Source: an optimization exercise on an open RTL-to-GDS flow (aim: small area). Production flows keep margins and buffers that such runs may drop. Function not checked in this run: the RTL went through the layout flow alone.

[design/flow/design.v]
package mips_pkg;
  localparam int DEF_DATA_W  = 32;
  localparam int DEF_ADDR_W  = 5;
  localparam int REG_ZERO    = 0;
  localparam int REG_SP_IDX  = 29;
  localparam int REG_SP_INIT = 252;
endpackage
module regfile_sb_cnt #(
  parameter int CNT_W = 2
) (
  input  logic             Clk,
  input  logic             reset_n,
  input  logic             flush,
  input  logic             inc,
  input  logic             dec,
  output logic [CNT_W-1:0] cnt,
  output logic             decNow,
  output logic             satHit
);
  localparam logic [CNT_W-1:0] CNT_MAX = '1;
  assign decNow = dec && (cnt != '0);
  assign satHit = inc && !decNow && !flush && (cnt == CNT_MAX);
  always_ff @(posedge Clk or negedge reset_n) begin
    if (!reset_n) begin
      cnt <= '0;
    end else if (flush) begin
      cnt <= '0;
    end else if (inc && !decNow) begin
      if (cnt != CNT_MAX) cnt <= cnt + CNT_W'(1);
    end else if (decNow && !inc) begin
      cnt <= cnt - CNT_W'(1);
    end
  end
endmodule
module rf_row #(
  parameter int W = 32
) (
  input  logic         Clk,
  input  logic [W-1:0] d,
  output logic [W-1:0] q
);
  always_ff @(posedge Clk) q <= d;
endmodule
module rf_ao22 (
  input  logic a1, a2, b1, b2,
  output logic y
);
  assign y = (a1 & a2) | (b1 & b2);
endmodule
module rf_aoi222 (
  input  logic a1, a2, b1, b2, c1, c2,
  output logic y
);
  assign y = !((a1 & a2) | (b1 & b2) | (c1 & c2));
endmodule
module rf_nand4 (
  input  logic a, b, c, d,
  output logic y
);
  assign y = !(a & b & c & d);
endmodule
module rf_or3 (
  input  logic a, b, c,
  output logic y
);
  assign y = a | b | c;
endmodule
module rf_nand2 (
  input  logic a, b,
  output logic y
);
  assign y = !(a & b);
endmodule
module rf_ao221 (
  input  logic a1, a2, b1, b2, c1,
  output logic y
);
  assign y = (a1 & a2) | (b1 & b2) | c1;
endmodule
module rf_rdbit (
  input  logic [31:0] s,
  input  logic [31:0] d,
  output logic        y
);
  logic [9:0] t;
  logic [2:0] u;
  logic       v;
  for (genvar g = 0; g < 10; g++) begin : g_aoi
    rf_aoi222 u_aoi (
      .a1(s[3*g]), .a2(d[3*g]), .b1(s[3*g+1]), .b2(d[3*g+1]),
      .c1(s[3*g+2]), .c2(d[3*g+2]), .y(t[g])
    );
  end
  rf_nand4 u_n0 (.a(t[0]), .b(t[1]), .c(t[2]), .d(t[3]), .y(u[0]));
  rf_nand4 u_n1 (.a(t[4]), .b(t[5]), .c(t[6]), .d(t[7]), .y(u[1]));
  rf_nand2 u_n2 (.a(t[8]), .b(t[9]), .y(u[2]));
  rf_or3   u_o  (.a(u[0]), .b(u[1]), .c(u[2]), .y(v));
  rf_ao221 u_f  (.a1(s[30]), .a2(d[30]), .b1(s[31]), .b2(d[31]), .c1(v), .y(y));
endmodule
module mips_regfile_mp #(
  parameter int DATA_W  = mips_pkg::DEF_DATA_W,
  parameter int ADDR_W  = mips_pkg::DEF_ADDR_W,
  parameter int NUM_RD  = 2,
  parameter int CNT_W   = 2,
  parameter int SP_IDX  = mips_pkg::REG_SP_IDX,
  parameter int SP_INIT = mips_pkg::REG_SP_INIT
) (
  input  logic                     Clk,
  input  logic                     reset_n,
  input  logic [NUM_RD*ADDR_W-1:0] rd_addr,
  output logic [NUM_RD*DATA_W-1:0] rd_data,
  output logic [NUM_RD-1:0]        rd_busy,
  input  logic                     wr_en,
  input  logic [ADDR_W-1:0]        wr_addr,
  input  logic [DATA_W-1:0]        wr_data,
  input  logic                     iss_en,
  input  logic [ADDR_W-1:0]        iss_addr,
  input  logic                     flush,
  output logic                     sb_ovf
);
  localparam int DEPTH = 1 << ADDR_W;
  localparam logic [DATA_W-1:0] SP_VAL = DATA_W'(SP_INIT);
  logic [DATA_W-1:0] mem [DEPTH];
  logic [DEPTH-1:0]  vld;
  logic [DEPTH-1:0]  keep;
  logic [DEPTH-1:0]  wdec;
  logic [DEPTH-1:0]  idec;
  logic [CNT_W-1:0]  cntArr [DEPTH];
  logic [DEPTH-1:0]  decArr;
  logic [DEPTH-1:0]  satVec;
  logic [DEPTH-1:0]  busyR;
  for (genvar r = 0; r < DEPTH; r++) begin : g_dec
    assign wdec[r] = (r != 0) && wr_en && (wr_addr == ADDR_W'(r));
    assign idec[r] = (r != 0) && iss_en && (iss_addr == ADDR_W'(r));
  end
  assign mem[0]    = '0;
  assign vld[0]    = 1'b0;
  assign keep[0]   = 1'b0;
  assign cntArr[0] = '0;
  assign decArr[0] = 1'b0;
  assign satVec[0] = 1'b0;
  assign busyR[0]  = 1'b0;
  for (genvar r = 1; r < DEPTH; r++) begin : g_reg
    logic [DATA_W-1:0] d;
    logic              v;
    for (genvar b = 0; b < DATA_W; b++) begin : g_hold
      rf_ao22 u_hold (
        .a1(wdec[r]), .a2(wr_data[b]), .b1(!wdec[r]), .b2(mem[r][b]), .y(d[b])
      );
    end
    rf_row #(.W(DATA_W)) u_row (.Clk(Clk), .d(d), .q(mem[r]));
    always_ff @(posedge Clk or negedge reset_n) begin
      if (!reset_n)     v <= 1'b0;
      else if (wdec[r]) v <= 1'b1;
    end
    assign vld[r] = v;
    assign keep[r] = v && !wdec[r];
    regfile_sb_cnt #(.CNT_W(CNT_W)) u_cnt (
      .Clk    (Clk),
      .reset_n(reset_n),
      .flush  (flush),
      .inc    (idec[r]),
      .dec    (wdec[r]),
      .cnt    (cntArr[r]),
      .decNow (decArr[r]),
      .satHit (satVec[r])
    );
    assign busyR[r] = (cntArr[r] - CNT_W'(decArr[r])) != '0;
  end
  always_ff @(posedge Clk or negedge reset_n) begin
    if (!reset_n) begin
      sb_ovf <= 1'b0;
    end else if (|satVec) begin
      sb_ovf <= 1'b1;
    end
  end
  for (genvar k = 0; k < NUM_RD; k++) begin : g_port
    logic [ADDR_W-1:0] rdIdx;
    logic [DEPTH-1:0]  rdec;
    logic [DEPTH-1:0]  sel;
    logic              byp;
    logic              sel29k;
    assign rdIdx = rd_addr[k*ADDR_W +: ADDR_W];
    for (genvar r = 0; r < DEPTH; r++) begin : g_sel
      assign rdec[r] = (r != 0) && (rdIdx == ADDR_W'(r));
      assign sel[r]  = rdec[r] && keep[r];
    end
    assign byp   = wr_en && (wr_addr == rdIdx) && (rdIdx != '0);
    assign sel29k = rdec[SP_IDX] && !wdec[SP_IDX];
    for (genvar b = 0; b < DATA_W; b++) begin : g_bit
      logic [31:0] s, d;
      assign s[0] = byp;
      assign d[0] = wr_data[b];
      for (genvar r = 1; r < DEPTH; r++) begin : g_in
        if (r == SP_IDX && SP_VAL[b]) begin : g_k
          assign s[r] = sel29k;
          assign d[r] = mem[r][b] || !vld[r];
        end else begin : g_nk
          assign s[r] = sel[r];
          assign d[r] = mem[r][b];
        end
      end
      rf_rdbit u_bit (.s(s), .d(d), .y(rd_data[k*DATA_W + b]));
    end
    assign rd_busy[k] = |(rdec & busyR);
  end
endmodule
[design/flow/run.sh]
#!/bin/bash
# synth_recipe.tcl (not shown) runs the flow's synth.tcl, then flattens the netlist and writes it again
# the make line also repeats each setting of config.mk as NAME=value (left out here)
make -C /OpenROAD-flow-scripts/flow DESIGN_CONFIG=/design/flow/config.mk WORK_HOME=/design/flow/orfs CLKGATE_MAP_FILE= SYNTH_SCRIPT=/design/flow/synth_recipe.tcl finish
[design/flow/config.mk]
export PLATFORM = sky130hd
export DESIGN_NAME = mips_regfile_mp
export DESIGN_NICKNAME = mips_regfile_mp
export VERILOG_FILES = /design/flow/design.v
export SDC_FILE = /design/flow/constraint.sdc
export NUM_CORES = 4
export LEC_CHECK = 0
export CAP_MARGIN = 20
export CORE_MARGIN = 2
export CORE_UTILIZATION = 55
export SETUP_SLACK_MARGIN = 0.1
export SLEW_MARGIN = 20
export SYNTH_HIERARCHICAL = 1
export SYNTH_MINIMUM_KEEP_SIZE = 0
[design/flow/constraint.sdc]
create_clock -name core_clock -period 7.0 [get_ports {Clk}]
set_input_delay 1.4000 -clock core_clock [delete_from_list [all_inputs] [get_ports {Clk}]]
set_output_delay 1.4000 -clock core_clock [all_outputs]
set_load 0.01 [all_outputs]
==> impl_metrics.ini <==
[run_status]
outcome = no timing/DRC/antenna violations

[power]
ir_worst_vdd_v = 0.0002116
leakagePower_nw = 21.68
p_total_mw = 16.58
power_density_nw_per_um2 = 311.0

[setup_path]
worstPathArrival_ns = 5.48
max_stage_delay_ns = 0.66
crit_fanout = 32
cp_num_buf_inv = 4
crit_family = buffers and inverters
crit_type = primary input to output port
startpoint_type = primary input
required_ns = 5.60
path_cells = clkdlybuf4s50_1 > nand2_1 > nor2_1 > buf_4 > nand2_2 > nand2_1 > nor4_2 > buf_4 > a222oi_1 > nand4_1 > or3_1 > a221o_1 > clkdlybuf4s50_1
cp_slowest_cell = clkdlybuf4s50_1
cp-end-kind = output port

[timing]
tns_ns = 0
min_period_over_period = 0.9825
finalSetupViolCount = 0
worst_pin_slew_ns = 1.241
timing.final.ws_setup_ns = 0.1228
maxSlewHeadroom = 0.1681
rsz0062_at_grt = false
drv_slew = 0
period_needed_ns = 6.877
fmax_mhz = 145.4
clock_skew_ns = 0.008653
hold_violations = 0

[cells_and_area]
finalNonFillerCells = 5562
fillers = 6392
syn_to_final_growth_pct = 19.81
multi_input_area_um2 = 22460
layout_common_cells = 992 x a22o_1, 992 x dfxtp_1, 640 x a222oi_1
drive_gt1_frac = 0.1172
regArea_um2 = 22210
fin_nets = 4462

[clock_tree]
clockRootBuffer = clkbuf_16
clk_pin_slew_ns = 0.06
post-cts-setup-buffers = 0
cts_buffers = 111
cts_tree = built
clk_latency_ns = 0.68
clk_path_buf_depth = 3
cts_hold_buf = 0
cts_max_level = 3
cts_sinks = 1086

[floorplanning]
initial_core_util = 0.5542
rows = 104
dieArea_um2 = 83190
ios = 124
coreArea_um2 = 80290
die_h_um = 288.4
die_w_um = 288.4

[global_routing]
grtUsageTotal = 0.4616
grt_start_max_net_pins = 60
grt_antenna_before_repair = 4
grt_overflow = 0
grt_pass1_wl_um = 286200
first_global_vias = 42720

[yosys]
async_flop_share = 0.08656
yosysUniqueCellTypes = 56
synth_top_area_cell = dfxtp_1
syn_area_per_cell_um2 = 11.21
yosys_register_bits = 1086
synth-edff-count = 0
synth-main-ff-cell = dfxtp_1
synth_area_leaders = dfxtp_1 45%, a22o_1 20%, a222oi_1 14%, dfrtp_1 5.3%, nand4_1 1.9%
synth_top_area_share = 0.4463
postSynthCellCount = 3969
syn_nets = 4026
seq_area_frac_synth = 0.4992
yosys_warnings = 13
syn_area_um2 = 44490

[drt]
totalWireLength_um = 200300
drc = 0
routedWlPerCell_um = 36.01
drt_iter0_markers = 9562
num_vias = 45170
firstDrtPassIters = 13
via_per_inst = 8.122
ant_nets = 0

[run]
maxCapViolCount = 0

[placement]
dp.cells = 5351
pre_cts_ws_ns = 0.2554
io_buffers = 123
gp_congestion = 1.008
hpwl_um = 117200

[hold_path]
worstHoldPathType = flip-flop to flip-flop
==> Yosys stat by module (local to each module, per instance), excerpt <==
module           flops+latches  cell area (um^2)
mips_regfile_mp             32              3462
rf_ao22                      0             8.758
rf_ao221                     0             10.01
rf_aoi222                    0             10.01
rf_nand2                     0             3.754
rf_nand4                     0             6.256
rf_or3                       0             6.256
==> flip-flops by register name (all words and copies together), names as in the netlist <==
register and count:
g.v 31, g.u_row.q 992, g.u_cnt.cnt 62, sb_ovf 1
==> stage by stage <==
| stage | hold slack, ns | instance area, um^2 | util |
|---|---|---|---|
| after floorplan | 0.4304 | 44520 | - |
| after global placement | 0.4440 | 49410 | 0.6154 |
| after detailed placement | 0.4479 | 49410 | 0.6155 |
| after CTS | 0.4652 | 53270 | 0.6635 |
| after global routing | 0.4718 | 53300 | 0.6638 |
| final | 0.4649 | 53310 | 0.6639 |
==> metal layers <==
metal,track usage,vias up,part of all wire
li1,-,18580,-
met1,0.5863,21630,0.36
met2,0.6457,4078,0.40
met3,0.1437,888,0.15
met4,0.3696,2,0.097
met5,0.004545,-,0.000055
==> cell families (layout without fill, tap and decap cells) <==
family          count (synthesis)  in the layout  synth area share
flops                        1086           1086            0.4992
compound gates               1929           1929            0.3858
mux                             1              1         0.0002250
xor+xnor                       39             39          0.007677
buf+inv                        63            592          0.005850
other cells                     0              4                 0
simple gates                  851            851            0.1012
==> report_power, final <==
| group | total [mW] | switching (mW) | internal (mW) |
|---|---|---|---|
| Clock | 6.20 | 2.61 | 3.59 |
| Combinational | 2.11 | 0.992 | 1.12 |
| Sequential | 8.27 | 0.907 | 7.37 |
| Total | 16.6 | 4.51 | 12.1 |
==> synthesized netlist by cell type (all sizes together) (2+ instances only) <==
cell type and count:
a22o 992, dfxtp 992, a222oi 640, nand2 202, nand4 134, nor3 110, nand2b 109, a21oi 99
or3 99, dfrtp 94, nor2 75, a221o 64, nor2b 40, o21ai 39, xor2 35, inv 34
and3 33, o211ai 32, o21a 31, nor4 18, clkbuf 17, buf 12, or2 10, nand3 9
a2111oi 5, a211oi 5, nand3b 4, o22ai 4, xnor2 4, and2 3, o2111ai 3, a311oi 2
a31oi 2, o31a 2, o31ai 2, or4 2
==> worst paths after layout <==
check                           slack [ns]  cells after the start                      to                  start
worst max-delay path                  0.12                     13              rd_data[2]             wr_addr[3]
worst min register to register        0.46                      1             g_reg[20].v            g_reg[20].v
max in group asynchronous             4.96                      2  g_reg[17].u_cnt.cnt[1]                reset_n
worst max register to register        4.89                      6                  sb_ovf  g_reg[7].u_cnt.cnt[1]
worst min-delay path                  0.46                      1             g_reg[20].v            g_reg[20].v
min in group asynchronous             0.70                      1   g_reg[1].u_cnt.cnt[0]                reset_n
==> final cells by class <==
type,count,area share
tap,1060,0.02488
multi-input combinational,2820,0.4214
clock buffer,168,0.06389
inverter,34,0.002394
timing repair buffer,352,0.06213
antenna,4,0.0001878
clock inverter,38,0.008450
sequential,1086,0.4167
==> timing repair <==
action	4_1_cts	5_1_grt
endpoints found under the hold margin	0	0
resized for setup	0	2
setup endpoints to repair	0	3

-- afterwards: timing with drivers on the ports --
In the flow no input, the clock included, has a driving cell. The finished layout below was timed again as built, in two steps. Step 1 assumes that a clkbuf_16 drives the clock port and a buf_2 every other input. Step 2 also shifts input and output timing later by t, the mid clock arrival at the registers, as if the neighbouring blocks saw the same clock. Slacks: ideal ports / drivers / drivers and shift; pairs: ideal ports / drivers.
shift t [ns]: 0.764
slack for setup (ns): 0.123 / 0.097 / 0.097
hold slack, ns: 0.465 / 0.465 / 0.465
worst setup path after step 2: input to output
After both steps this run still meets setup and hold. For this run, drivers alone change the setup slack by -0.026 ns; drivers and shift together by -0.026 ns.
